This is an optimization exercise on Yosys and OpenROAD, whose aim is a short achievable clock period and few clock cycles, not a production implementation.
Function was checked by simulation only, so behaviour that the tests miss may differ from the original.
No activity file was given, so power comes from the tool's default toggle rates.

==> inputs of run a <==
// rv_core_top
module rv_core_top (
  input  logic  clk,
  input  logic  reset_i,
  input  rv_core_pkg::word_t boot_addr_i,
  output rv_core_pkg::word_t imem_addr_o,
  input  rv_core_pkg::word_t imem_rdata_i,
  output rv_core_pkg::word_t dmem_addr_o,
  output rv_core_pkg::word_t dmem_wdata_o,
  output logic  dmem_rd_o,
  output logic  dmem_wr_o,
  input  rv_core_pkg::word_t dmem_rdata_i
);
  logic                   stall;
  logic                   redirect;
  rv_core_pkg::word_t     redirect_pc;
  logic                   fd_valid;
  rv_core_pkg::word_t     fd_instr;
  rv_core_pkg::word_t     fd_pc;
  logic                   fd_pred;
  rv_core_pkg::word_t     e_a, e_b, e_sd, e_rec_pc;
  logic                   e_ld_sd;
  rv_core_pkg::word_t     e_res;
  logic                   e_op_add, e_op_sub, e_op_and, e_op_or, e_op_xor;
  logic                   e_op_slt, e_op_sll, e_op_srl, e_op_pass;
  logic                   e_wen, e_load, e_store, e_branch, e_br_ne, e_pred;
  rv_core_pkg::reg_addr_t e_rd;
  rv_core_pkg::word_t     m_res, m_sd, m_val;
  logic                   m_wen, m_load, m_store;
  rv_core_pkg::reg_addr_t m_rd;
  fetch_stage fetch_stage_inst (
    .clk           (clk),
    .reset_i       (reset_i),
    .boot_addr_i   (boot_addr_i),
    .imem_rdata_i  (imem_rdata_i),
    .stall_i       (stall),
    .redirect_i    (redirect),
    .redirect_pc_i (redirect_pc),
    .imem_addr_o   (imem_addr_o),
    .fd_valid_o    (fd_valid),
    .fd_instr_o    (fd_instr),
    .fd_pc_o       (fd_pc),
    .fd_pred_o     (fd_pred)
  );
  decode_stage decode_stage_inst (
    .clk         (clk),
    .reset_i     (reset_i),
    .fd_valid_i  (fd_valid),
    .fd_instr_i  (fd_instr),
    .fd_pc_i     (fd_pc),
    .fd_pred_i   (fd_pred),
    .redirect_i  (redirect),
    .m_wen_i     (m_wen),
    .m_rd_i      (m_rd),
    .m_val_i     (m_val),
    .e_res_i     (e_res),
    .stall_o     (stall),
    .e_a_o       (e_a),
    .e_b_o       (e_b),
    .e_sd_o      (e_sd),
    .e_ld_sd_o   (e_ld_sd),
    .e_op_add_o  (e_op_add),
    .e_op_sub_o  (e_op_sub),
    .e_op_and_o  (e_op_and),
    .e_op_or_o   (e_op_or),
    .e_op_xor_o  (e_op_xor),
    .e_op_slt_o  (e_op_slt),
    .e_op_sll_o  (e_op_sll),
    .e_op_srl_o  (e_op_srl),
  ...
make LEC_CHECK=0 CAP_MARGIN=20 CORE_MARGIN=2 CORE_UTILIZATION=40 PLACE_DENSITY=0.6 SETUP_SLACK_MARGIN=4.0 SLEW_MARGIN=20 SYNTH_HIERARCHICAL=1 SYNTH_MINIMUM_KEEP_SIZE=0 finish   # period 7.0 ns
run.sh (not shown) runs the stock make flow with config.mk's settings and CLKGATE_MAP_FILE= SYNTH_SCRIPT=/design/flow/synth_recipe.tcl, a recipe that flattens the netlist after the stock synthesis.
==> run b (differences from run a) <==
--- a/flow/design.v
+++ b/flow/design.v
@@ -54,35 +54,17 @@
   logic pred_br;
   assign ins     = imem_rdata_i;
   assign is_jal  = (ins[6:0] == rv_core_pkg::OPC_JAL);
   assign pred_br = (ins[6:0] == rv_core_pkg::OPC_BRANCH) && (ins[14:13] == 2'b00) &&
                    (ins[31] || ins[12]);
   assign imm_b = {{19{ins[31]}}, ins[31], ins[7], ins[30:25], ins[11:8], 1'b0};
   assign imm_j = {{11{ins[31]}}, ins[31], ins[19:12], ins[20], ins[30:21], 1'b0};
-  logic [13:0] lo_b;
-  logic [21:0] lo_j;
-  logic [18:0] hi_b_p, hi_b_m;
-  logic [10:0] hi_j_p, hi_j_m;
-  add_lo #(.W(13)) add_b_inst (.a_i(pc_q[12:0]), .b_i(imm_b[12:0]), .y_o(lo_b));
-  add_lo #(.W(21)) add_j_inst (.a_i(pc_q[20:0]), .b_i(imm_j[20:0]), .y_o(lo_j));
-  inc_dec #(.W(19)) hi_b_inst (.a_i(pc_q[31:13]), .p_o(hi_b_p), .m_o(hi_b_m));
-  inc_dec #(.W(11)) hi_j_inst (.a_i(pc_q[31:21]), .p_o(hi_j_p), .m_o(hi_j_m));
-  inc4 inc4_inst (.a_i(pc_q), .y_o(pc4));
-  always_comb begin
-    case ({lo_b[13], ins[31]})
-      2'b10:   tgt_b = {hi_b_p, lo_b[12:0]};
-      2'b01:   tgt_b = {hi_b_m, lo_b[12:0]};
-      default: tgt_b = {pc_q[31:13], lo_b[12:0]};
-    endcase
-    case ({lo_j[21], ins[31]})
-      2'b10:   tgt_j = {hi_j_p, lo_j[20:0]};
-      2'b01:   tgt_j = {hi_j_m, lo_j[20:0]};
-      default: tgt_j = {pc_q[31:21], lo_j[20:0]};
-    endcase
-  end
+  assign tgt_b = pc_q + imm_b;
+  assign tgt_j = pc_q + imm_j;
+  assign pc4   = pc_q + 32'd4;
   always_comb begin
     if (redirect_i) begin
       pc_d = redirect_pc_i;
     end else if (stall_i) begin
       pc_d = pc_q;
     end else if (is_jal) begin
       pc_d = tgt_j;
@@ -111,51 +93,32 @@
     if (!stall_i) begin
       fd_instr_o <= ins;
       fd_pc_o    <= pc_q;
       fd_pred_o  <= is_jal || pred_br;
     end
   end
 endmodule
-module add_lo #(parameter int W = 13) (
-  input  logic [W-1:0] a_i,
-  input  logic [W-1:0] b_i,
-  output logic [W:0]   y_o
-);
-  assign y_o = {1'b0, a_i} + {1'b0, b_i};
-endmodule
-module inc_dec #(parameter int W = 19) (
-  input  logic [W-1:0] a_i,
-  output logic [W-1:0] p_o,
-  output logic [W-1:0] m_o
-);
-  assign p_o = a_i + 1'b1;
-  assign m_o = a_i - 1'b1;
-endmodule
-module inc4 (
-  input  rv_core_pkg::word_t a_i,
-  output rv_core_pkg::word_t y_o
-);
-  assign y_o = a_i + 32'd4;
-endmodule
 module decode_stage (
   input  logic                   clk,
   input  logic                   reset_i,
   input  logic                   fd_valid_i,
   input  rv_core_pkg::word_t     fd_instr_i,
   input  rv_core_pkg::word_t     fd_pc_i,
   input  logic                   fd_pred_i,
   input  logic                   redirect_i,
   input  logic                   m_wen_i,
   input  rv_core_pkg::reg_addr_t m_rd_i,
   input  rv_core_pkg::word_t     m_val_i,
-  input  rv_core_pkg::word_t     e_res_i,
   output logic                   stall_o,
   output rv_core_pkg::word_t     e_a_o,
   output rv_core_pkg::word_t     e_b_o,
   output rv_core_pkg::word_t     e_sd_o,
+  output logic                   e_fwd_a_o,
+  output logic                   e_fwd_b_o,
+  output logic                   e_fwd_sd_o,
   output logic                   e_ld_sd_o,
   output logic                   e_op_add_o,
   output logic                   e_op_sub_o,
   output logic                   e_op_and_o,
   output logic                   e_op_or_o,
   output logic                   e_op_xor_o,
   output logic                   e_op_slt_o,
@@ -297,30 +260,36 @@
       e_wen_o     <= wen;
       e_load_o    <= is_ld;
       e_store_o   <= is_st;
       e_branch_o  <= is_br;
     end
   end
   always_ff @(posedge clk) begin
-    e_a_o      <= fwd_rs1 ? e_res_i : rs1_val;
-    e_b_o      <= (fwd_rs2 && (alu_rr || is_br)) ? e_res_i : b_val;
-    e_sd_o     <= fwd_rs2 ? e_res_i : rs2_val;
+    e_a_o      <= rs1_val;
+    e_b_o      <= b_val;
+    e_sd_o     <= rs2_val;
+    e_fwd_a_o  <= fwd_rs1;
+    e_fwd_b_o  <= fwd_rs2 && (alu_rr || is_br);
+    e_fwd_sd_o <= fwd_rs2;
     e_ld_sd_o  <= ld_rs2;
     e_br_ne_o  <= f3[0];
     e_pred_o   <= fd_pred_i;
     e_rec_pc_o <= fd_pred_i ? pc4 : (fd_pc_i + imm_b);
     e_rd_o     <= rd;
   end
 endmodule
 module execute_stage (
   input  logic                   clk,
   input  logic                   reset_i,
   input  rv_core_pkg::word_t     e_a_i,
   input  rv_core_pkg::word_t     e_b_i,
   input  rv_core_pkg::word_t     e_sd_i,
+  input  logic                   e_fwd_a_i,
+  input  logic                   e_fwd_b_i,
+  input  logic                   e_fwd_sd_i,
   input  logic                   e_ld_sd_i,
   input  logic                   e_op_add_i,
   input  logic                   e_op_sub_i,
   input  logic                   e_op_and_i,
   input  logic                   e_op_or_i,
   input  logic                   e_op_xor_i,
   input  logic                   e_op_slt_i,
@@ -334,51 +303,48 @@
   input  logic                   e_br_ne_i,
   input  logic                   e_pred_i,
   input  rv_core_pkg::word_t     e_rec_pc_i,
   input  rv_core_pkg::reg_addr_t e_rd_i,
   input  rv_core_pkg::word_t     dmem_rdata_i,
   output logic                   redirect_o,
   output rv_core_pkg::word_t     redirect_pc_o,
-  output rv_core_pkg::word_t     e_res_o,
   output rv_core_pkg::word_t     m_res_o,
   output rv_core_pkg::word_t     m_sd_o,
   output logic                   m_wen_o,
   output logic                   m_load_o,
   output logic                   m_store_o,
   output rv_core_pkg::reg_addr_t m_rd_o
 );
   rv_core_pkg::word_t a;
   rv_core_pkg::word_t b;
   rv_core_pkg::word_t sd;
+  rv_core_pkg::word_t bx;
   rv_core_pkg::word_t sum;
-  rv_core_pkg::word_t diff;
   rv_core_pkg::word_t res;
+  logic [32:0]        sum_c;
+  logic               inv;
   logic               lt;
   logic               eq;
-  assign a  = e_a_i;
-  assign b  = e_b_i;
-  assign sd = e_sd_i;
-  rv_core_pkg::word_t shl;
-  rv_core_pkg::word_t shr;
-  alu_add alu_add_inst (.a_i(a), .b_i(b), .y_o(sum));
-  alu_sub alu_sub_inst (.a_i(a), .b_i(b), .y_o(diff));
-  alu_slt alu_slt_inst (.a_i(a), .b_i(b), .y_o(lt));
-  alu_shl alu_shl_inst (.a_i(a), .sh_i(b[4:0]), .y_o(shl));
-  alu_shr alu_shr_inst (.a_i(a), .sh_i(b[4:0]), .y_o(shr));
-  alu_eq  alu_eq_inst  (.a_i(a), .b_i(b), .y_o(eq));
-  assign res = ({32{e_op_add_i}} & sum) |
-               ({32{e_op_sub_i}} & diff) |
+  assign a  = e_fwd_a_i ? m_res_o : e_a_i;
+  assign b  = e_fwd_b_i ? m_res_o : e_b_i;
+  assign sd = e_fwd_sd_i ? m_res_o : e_sd_i;
+  assign inv   = e_op_sub_i || e_op_slt_i;
+  assign bx    = b ^ {32{inv}};
+  assign sum_c = {a, 1'b1} + {bx, inv};
+  assign sum   = sum_c[32:1];
+  assign lt    = (a[31] ^ b[31]) ? a[31] : sum[31];
+  assign res = ({32{e_op_add_i || e_op_sub_i}} & sum) |
                ({32{e_op_and_i}} & (a & b)) |
                ({32{e_op_or_i}} & (a | b)) |
                ({32{e_op_xor_i}} & (a ^ b)) |
                ({32{e_op_slt_i}} & {31'b0, lt}) |
-               ({32{e_op_sll_i}} & shl) |
-               ({32{e_op_srl_i}} & shr) |
+               ({32{e_op_sll_i}} & (a << b[4:0])) |
+               ({32{e_op_srl_i}} & (a >> b[4:0])) |
                ({32{e_op_pass_i}} & b);
-  assign e_res_o       = res;
+  assign eq            = (a == b);
   assign redirect_o    = e_branch_i && ((eq ^ e_br_ne_i) != e_pred_i);
   assign redirect_pc_o = e_rec_pc_i;
   always_ff @(posedge clk) begin
     if (reset_i) begin
       m_wen_o   <= 1'b0;
       m_load_o  <= 1'b0;
       m_store_o <= 1'b0;
@@ -390,56 +356,14 @@
   end
   always_ff @(posedge clk) begin
     m_res_o <= res;
     m_sd_o  <= e_ld_sd_i ? dmem_rdata_i : sd;
     m_rd_o  <= e_rd_i;
   end
 endmodule
-module alu_add (
-  input  rv_core_pkg::word_t a_i,
-  input  rv_core_pkg::word_t b_i,
-  output rv_core_pkg::word_t y_o
-);
-  assign y_o = a_i + b_i;
-endmodule
-module alu_sub (
-  input  rv_core_pkg::word_t a_i,
-  input  rv_core_pkg::word_t b_i,
-  output rv_core_pkg::word_t y_o
-);
-  assign y_o = a_i - b_i;
-endmodule
-module alu_slt (
-  input  rv_core_pkg::word_t a_i,
-  input  rv_core_pkg::word_t b_i,
-  output logic               y_o
-);
-  assign y_o = $signed(a_i) < $signed(b_i);
-endmodule
-module alu_shl (
-  input  rv_core_pkg::word_t a_i,
-  input  logic [4:0]         sh_i,
-  output rv_core_pkg::word_t y_o
-);
-  assign y_o = a_i << sh_i;
-endmodule
-module alu_shr (
-  input  rv_core_pkg::word_t a_i,
-  input  logic [4:0]         sh_i,
-  output rv_core_pkg::word_t y_o
-);
-  assign y_o = a_i >> sh_i;
-endmodule
-module alu_eq (
-  input  rv_core_pkg::word_t a_i,
-  input  rv_core_pkg::word_t b_i,
-  output logic               y_o
-);
-  assign y_o = (a_i == b_i);
-endmodule
 module mem_wb_stage (
   input  logic               m_load_i,
   input  logic               m_store_i,
   input  rv_core_pkg::word_t m_res_i,
   input  rv_core_pkg::word_t m_sd_i,
   input  rv_core_pkg::word_t dmem_rdata_i,
   output rv_core_pkg::word_t dmem_addr_o,
@@ -495,16 +419,15 @@
   logic                   redirect;
   rv_core_pkg::word_t     redirect_pc;
   logic                   fd_valid;
   rv_core_pkg::word_t     fd_instr;
   rv_core_pkg::word_t     fd_pc;
   logic                   fd_pred;
   rv_core_pkg::word_t     e_a, e_b, e_sd, e_rec_pc;
-  logic                   e_ld_sd;
-  rv_core_pkg::word_t     e_res;
+  logic                   e_fwd_a, e_fwd_b, e_fwd_sd, e_ld_sd;
   logic                   e_op_add, e_op_sub, e_op_and, e_op_or, e_op_xor;
   logic                   e_op_slt, e_op_sll, e_op_srl, e_op_pass;
   logic                   e_wen, e_load, e_store, e_branch, e_br_ne, e_pred;
   rv_core_pkg::reg_addr_t e_rd;
   rv_core_pkg::word_t     m_res, m_sd, m_val;
   logic                   m_wen, m_load, m_store;
   rv_core_pkg::reg_addr_t m_rd;
@@ -529,19 +452,21 @@
     .fd_instr_i  (fd_instr),
     .fd_pc_i     (fd_pc),
     .fd_pred_i   (fd_pred),
     .redirect_i  (redirect),
     .m_wen_i     (m_wen),
     .m_rd_i      (m_rd),
     .m_val_i     (m_val),
-    .e_res_i     (e_res),
     .stall_o     (stall),
     .e_a_o       (e_a),
     .e_b_o       (e_b),
     .e_sd_o      (e_sd),
+    .e_fwd_a_o   (e_fwd_a),
+    .e_fwd_b_o   (e_fwd_b),
+    .e_fwd_sd_o  (e_fwd_sd),
     .e_ld_sd_o   (e_ld_sd),
     .e_op_add_o  (e_op_add),
     .e_op_sub_o  (e_op_sub),
     .e_op_and_o  (e_op_and),
     .e_op_or_o   (e_op_or),
     .e_op_xor_o  (e_op_xor),
     .e_op_slt_o  (e_op_slt),
@@ -559,14 +484,17 @@
   );
   execute_stage execute_stage_inst (
     .clk           (clk),
     .reset_i       (reset_i),
     .e_a_i         (e_a),
     .e_b_i         (e_b),
     .e_sd_i        (e_sd),
+    .e_fwd_a_i     (e_fwd_a),
+    .e_fwd_b_i     (e_fwd_b),
+    .e_fwd_sd_i    (e_fwd_sd),
     .e_ld_sd_i     (e_ld_sd),
     .e_op_add_i    (e_op_add),
     .e_op_sub_i    (e_op_sub),
     .e_op_and_i    (e_op_and),
     .e_op_or_i     (e_op_or),
     .e_op_xor_i    (e_op_xor),
     .e_op_slt_i    (e_op_slt),
@@ -580,15 +508,14 @@
     .e_br_ne_i     (e_br_ne),
     .e_pred_i      (e_pred),
     .e_rec_pc_i    (e_rec_pc),
     .e_rd_i        (e_rd),
     .dmem_rdata_i  (dmem_rdata_i),
     .redirect_o    (redirect),
     .redirect_pc_o (redirect_pc),
-    .e_res_o       (e_res),
     .m_res_o       (m_res),
     .m_sd_o        (m_sd),
     .m_wen_o       (m_wen),
     .m_load_o      (m_load),
     .m_store_o     (m_store),
     .m_rd_o        (m_rd)
   );
- ABC_CLOCK_PERIOD_IN_PS: not set -> 2500
- SYNTH_HIERARCHICAL: 1 -> not set
- SYNTH_MINIMUM_KEEP_SIZE: 0 -> not set
==> comparison <==
- Sequential power: run b is smaller than run a (about 0.5%).
- Between run a and run b, the lower cell count is in run b (gap 13%, measured against run b).
- Against run b, the total power of run a is higher by about 10%.
- In run b the synthesized cell count is lower than in run a, by 14%.
- Against run a, the register-to-register slack of run b is lower by 0.43 ns.
- In run b the clock-buffer cell count is higher than in run a, by 13.
- Sequential share of layout area: run b is higher than run a (3.7 points).
- Of run a and run b, run a has the higher synthesized area (gap 9.0%, measured against run b).
- In run b the critical path depth is higher than in run a, by 5.
- Between run a and run b, the lower maximum frequency is in run b (gap 13%, measured against run b).
Testbench counts of run a, summed over its fixed seeds: cycles 47,067.
Testbench counts of run b, summed over its fixed seeds: cycles 47,067.

[port drivers added, routing unchanged]
No port has a modelled driver above. Below, the same layouts with a new extraction and two added sets of constraints. Step 1 assumes that a clkbuf_16 drives the clock port and a buf_2 every other input. Step 2 adds t to the input delays and takes it off the output delays; t is the mean of the earliest and latest rising clock arrival at the registers after step 1. Input paths then give back, and output paths get back, about the clock's delay inside the block. Three values: ideal, step 1, step 2; two values: the first two.
run	t (ns)	slack for setup (ns)	worst hold slack (ns)	worst setup path after step 2
run a	0.918	3.705 / 3.705 / 3.032	0.406 / 0.406 / 0.406	input to register
run b	0.869	3.275 / 3.275 / 2.595	0.397 / 0.397 / 0.397	input to register
After both steps setup and hold are still met in every run listed. For run b, which loses most, drivers alone change the setup slack by 0.000 ns; drivers and shift together by -0.680 ns.
